From an optimization exercise on the open Yosys and OpenROAD flow, aimed at small area, a short achievable clock period and few clock cycles; shortcuts taken in it are not production practice.
RTL that was checked went through simulation tests only; none was proved equivalent to the original.
Power is estimated from default activity; no workload was simulated.

## conv2d_top
module conv2d_top
(
    input  logic        i_clk,
    input  logic        i_rst,
    input  logic [9:0]  i_pix,      
    input  logic [9:0]  i_wgt,      
    output logic [26:0] o_out,      
    output logic        o_busy
);
export LEC_CHECK = 0
export CAP_MARGIN = 20
export CORE_MARGIN = 2
export CORE_UTILIZATION = 60
export CTS_CLUSTER_DIAMETER = 90
export CTS_CLUSTER_SIZE = 26
export PLACE_DENSITY = 0.7
export SLEW_MARGIN = 20
export SYNTH_HIERARCHICAL = 1
export SYNTH_MINIMUM_KEEP_SIZE = 0
create_clock -name core_clock -period 8.0 [get_ports {i_clk}]
standard.sh (not shown) runs the stock make flow with config.mk's settings and CLKGATE_MAP_FILE= SYNTH_SCRIPT=/design/flow/synth_recipe.tcl, a recipe that flattens the netlist after the stock synthesis.
==> flow/flow/run.sh <==
#!/bin/bash
set -euo pipefail
export BUFFER_PORTS_ARGS="-buffer_cell sky130_fd_sc_hd__buf_2"
export SETUP_SLACK_MARGIN=5.3
bash standard.sh > standard.log 2>&1
Testbench counts at the start, summed over its fixed seeds: cycles 4,688.
Edit:
--- a/flow/config.mk
+++ b/flow/config.mk
@@ -9,6 +9,6 @@
 export CORE_MARGIN = 2
-export CORE_UTILIZATION = 60
+export CORE_UTILIZATION = 70
 export CTS_CLUSTER_DIAMETER = 90
 export CTS_CLUSTER_SIZE = 26
-export PLACE_DENSITY = 0.7
+export PLACE_DENSITY = 0.8
 export SLEW_MARGIN = 20
Combinational power barely changes.
Wire length hardly moves.
First-iteration DRC count rises by 62%.
Fmax stays flat.
Power decreases by 1.3%.
Cell count came out lower by 2.9%.
Design area came out lower by 0.47%.
Die area went down by 14%.
Worst hold slack hardly moves.
Edit:
==> flow/flow/run.sh (replaced) <==
#!/bin/bash
set -euo pipefail
export BUFFER_PORTS_ARGS="-buffer_cell sky130_fd_sc_hd__buf_2"
export SETUP_SLACK_MARGIN=5.25
bash standard.sh > standard.log 2>&1
--- a/flow/config.mk
+++ b/flow/config.mk
@@ -9,6 +9,6 @@
 export CORE_MARGIN = 2
-export CORE_UTILIZATION = 70
+export CORE_UTILIZATION = 60
 export CTS_CLUSTER_DIAMETER = 90
 export CTS_CLUSTER_SIZE = 26
-export PLACE_DENSITY = 0.8
+export PLACE_DENSITY = 0.7
 export SLEW_MARGIN = 20
After rerunning: The new run went through all stages and came out clean. Via count goes down by a few percent. Clock skew went down by 15 ps. Clock power rose by a little under a tenth. Die area goes up by about a fifth. Cell count came out higher by a few percent. Global-route usage shrinks by 4.7 points. Sequential share of layout area hardly moves.


conv2d_top, a different RTL version from the one above (not shown whole).
For scale: ~1900 cells after synthesis, ~440 flip-flops, about 50 I/O pins, roughly 0.028 mm² of cells after synthesis.
==> flow/config.mk <==
export PLATFORM = sky130hd
export DESIGN_NAME = conv2d_top
export DESIGN_NICKNAME = conv2d_top
export VERILOG_FILES = /design/flow/design.v
export SDC_FILE = /design/flow/constraint.sdc
export NUM_CORES = 4
export LEC_CHECK = 0
export CAP_MARGIN = 20
export CORE_MARGIN = 2
export CORE_UTILIZATION = 40
export CTS_CLUSTER_DIAMETER = 90
export CTS_CLUSTER_SIZE = 26
export SETUP_SLACK_MARGIN = 4.85
export SLEW_MARGIN = 20
export SYNTH_HIERARCHICAL = 1
export SYNTH_MINIMUM_KEEP_SIZE = 0
==> flow/constraint.sdc <==
create_clock -name core_clock -period 8.0 [get_ports {i_clk}]
set_input_delay 1.6000 -clock core_clock [delete_from_list [all_inputs] [get_ports {i_clk}]]
set_output_delay 1.6000 -clock core_clock [all_outputs]
set_load 0.01 [all_outputs]
run.sh (not shown) runs the stock make flow with config.mk's settings and CLKGATE_MAP_FILE= SYNTH_SCRIPT=/design/flow/synth_recipe.tcl, a recipe that flattens the netlist after the stock synthesis.
Stock flow here: none of the scripts above is used.
Testbench counts at the start, summed over its fixed seeds: cycles 4,704.
Next try:
CORE_UTILIZATION = 60   (was 40)
PLACE_DENSITY = 0.7   (was default)
The changed run produced a clean layout.
Via count is higher by about 0.4%.
Setup slack improves by 0.032 ns.
Clock-buffer cell count is lower by 3.
Die area went down by 33%.
Cell count is lower by about 12%.
Hold slack barely changes.
Total power decreases by 2.8%.
Utilization is higher by 21 points.
Next try:
CORE_UTILIZATION = 70   (was 60)
PLACE_DENSITY = 0.8   (was 0.7)
The changed run went through all stages and came out clean.
Core utilization increases by 9.4 points.
Wire length decreases by 1.4%.
Final cell count decreases by 3.6%.
Fmax hardly moves.
Power decreases by 0.75%.
Sequential share of layout area increases by 0.38 points.
Final area decreases by 1.0%.
Non-clock buffer count decreases by 15.
Global-route usage increases by 4.6 points.
Via count increases by 2.7%.
Die area decreases by 14%.
Next try:
CORE_UTILIZATION = 40   (was 70)
PLACE_DENSITY = default   (was 0.8)
SETUP_SLACK_MARGIN = default   (was 4.85)
Total power came out higher by 4.3%.
Worst setup slack loses 0.12 ns.
Count of clock-buffer cells in the layout goes up by 3.
Via count came out lower by 4.5%.
Utilization decreases by 31 points.
Global-route usage goes down by 15 points.
Clock power came out higher by 28%.
Final area increases by 1.4%.
Routed wire length went up by 3.0%.
Next try:
CTS_CLUSTER_DIAMETER = default   (was 90)
CTS_CLUSTER_SIZE = default   (was 26)
Sequential power barely changes.
Final cell count climbs by 1.5%.
Global-route usage increases by 0.34 points.
Area after synthesis stays the same.
Wire length climbs by 1.0%.
Next try:
CTS_CLUSTER_DIAMETER = 100   (was default)
CTS_CLUSTER_SIZE = 22   (was default)
The changed run passed the timing, DRC and antenna checks.
Worst setup slack gets worse by 0.037 ns.
Power went down by roughly a tenth.
Clock skew went up by 0.0060 ns.
Wire length went down slightly.
Register-to-register slack gets worse by 0.04 ns.
Fmax went down slightly.
Design area went down by a few percent.
Hold slack gets better by 0.0041 ns.


Another version of the RTL of conv2d_top (not shown whole).
Size in the first run: roughly 50 I/O pins, about 28000 um2 of cells after synthesis.
clock: 8.0 ns
lec_check: 0
cap_margin: 20
core_margin: 2
core_utilization: 60
cts_cluster_diameter: 90
cts_cluster_size: 26
place_density: 0.7
slew_margin: 20
synth_hierarchical: 1
synth_minimum_keep_size: 0
Change:
Settings changed: CORE_UTILIZATION 60 to 40, PLACE_DENSITY 0.7 to unset.
Die area rose by 49%.
Core utilization goes down by 21 points.
Cell area grows by 1.6%.
Setup slack degrades by 0.066 ns.
Global-route usage fell by 11 points.
Hold slack stays flat.
Count of clock-buffer cells in the layout grows by 3.
Combinational power went down by about 2%.
Non-clock buffer count fell by 1.
Synthesized cell count is unchanged.
Power rises by 0.91%.
No functional check of the RTL was part of any run of this note.


conv2d_top, a different RTL version from the one above (not shown whole).
For scale: ~400 flip-flops, ~50 I/O pins, about 0.027 mm² of cells after synthesis.
export LEC_CHECK = 0
export CAP_MARGIN = 20
export CORE_MARGIN = 2
export CORE_UTILIZATION = 40
export SETUP_SLACK_MARGIN = 4.6
export SLEW_MARGIN = 20
export SYNTH_HIERARCHICAL = 1
export SYNTH_MINIMUM_KEEP_SIZE = 0
create_clock -name core_clock -period 8.0 [get_ports {i_clk}]
The first run ran to the end with no violations.
Next try:
--- a/flow/config.mk
+++ b/flow/config.mk
@@ -9,5 +9,5 @@
 export CORE_MARGIN = 2
 export CORE_UTILIZATION = 40
-export SETUP_SLACK_MARGIN = 4.6
+export SETUP_SLACK_MARGIN = 5
 export SLEW_MARGIN = 20
 export SYNTH_HIERARCHICAL = 1
=> The new run completed without violations; power came out higher by 2.4%; clock skew came out lower by 0.016 ns; via count came out higher by 1.5%; core utilization came out higher by 1.3 points; die area does not change; critical path depth came out higher by 1; wire length is about the same; non-clock buffer count came out higher by 30.
Function was not checked in any run of this note: the RTL went through the layout flow alone.

-- re-timing with driven ports --
The flow's constraints put no driver on any port. The routed layouts listed below were extracted and timed again, unchanged, in two steps. Step 1 assumes that a clkbuf_16 drives the clock port and a buf_2 every other input. Step 2, shift: input delay + t, output delay - t, t = (earliest + latest rising clock arrival at the registers) / 2. This alone moves slack from input paths to output paths. Three values: no drivers, after step 1, after step 2; two values: the first two.
run | t (ns) | setup slack, ns | hold slack, ns | latest minus earliest clock arrival (ns)
the first run of note 1 | 0.673 | 5.267 / 5.209 / 5.209 | 0.332 / 0.332 / 0.332 | 0.018 / 0.019
the second run of note 1 | 0.664 | 5.268 / 5.214 / 5.232 | 0.334 / 0.334 / 0.334 | 0.035 / 0.034
the third run of note 1 | 0.675 | 5.245 / 5.187 / 5.248 | 0.331 / 0.331 / 0.331 | 0.019 / 0.019
the first run of note 2 | 0.653 | 4.818 / 4.818 / 4.550 | 0.334 / 0.334 / 0.334 | 0.040 / 0.039
the second run of note 2 | 0.633 | 4.850 / 4.833 / 4.585 | 0.335 / 0.335 / 0.335 | 0.025 / 0.025
the third run of note 2 | 0.623 | 4.843 / 4.838 / 4.517 | 0.335 / 0.335 / 0.335 | 0.031 / 0.031
the fourth run of note 2 | 0.667 | 4.725 / 4.725 / 4.427 | 0.337 / 0.337 / 0.337 | 0.023 / 0.023
the fifth run of note 2 | 0.653 | 4.732 / 4.732 / 4.412 | 0.330 / 0.330 / 0.330 | 0.033 / 0.033
the sixth run of note 2 | 0.649 | 4.696 / 4.696 / 4.436 | 0.334 / 0.334 / 0.334 | 0.039 / 0.039
the first run of note 3 | 0.645 | 4.364 / 4.364 / 4.364 | 0.336 / 0.336 / 0.336 | 0.032 / 0.032
the second run of note 3 | 0.647 | 4.298 / 4.298 / 4.298 | 0.334 / 0.334 / 0.334 | 0.025 / 0.025
the first run of note 4 | 0.644 | 4.437 / 4.437 / 4.437 | 0.324 / 0.324 / 0.324 | 0.025 / 0.026
the second run of note 4 | 0.639 | 4.448 / 4.448 / 4.448 | 0.320 / 0.320 / 0.320 | 0.011 / 0.011
After both steps setup and hold are still met in every run listed. The setup slack of the third run of note 2, which loses most, moves by -0.005 ns with the drivers and by -0.326 ns with both steps.
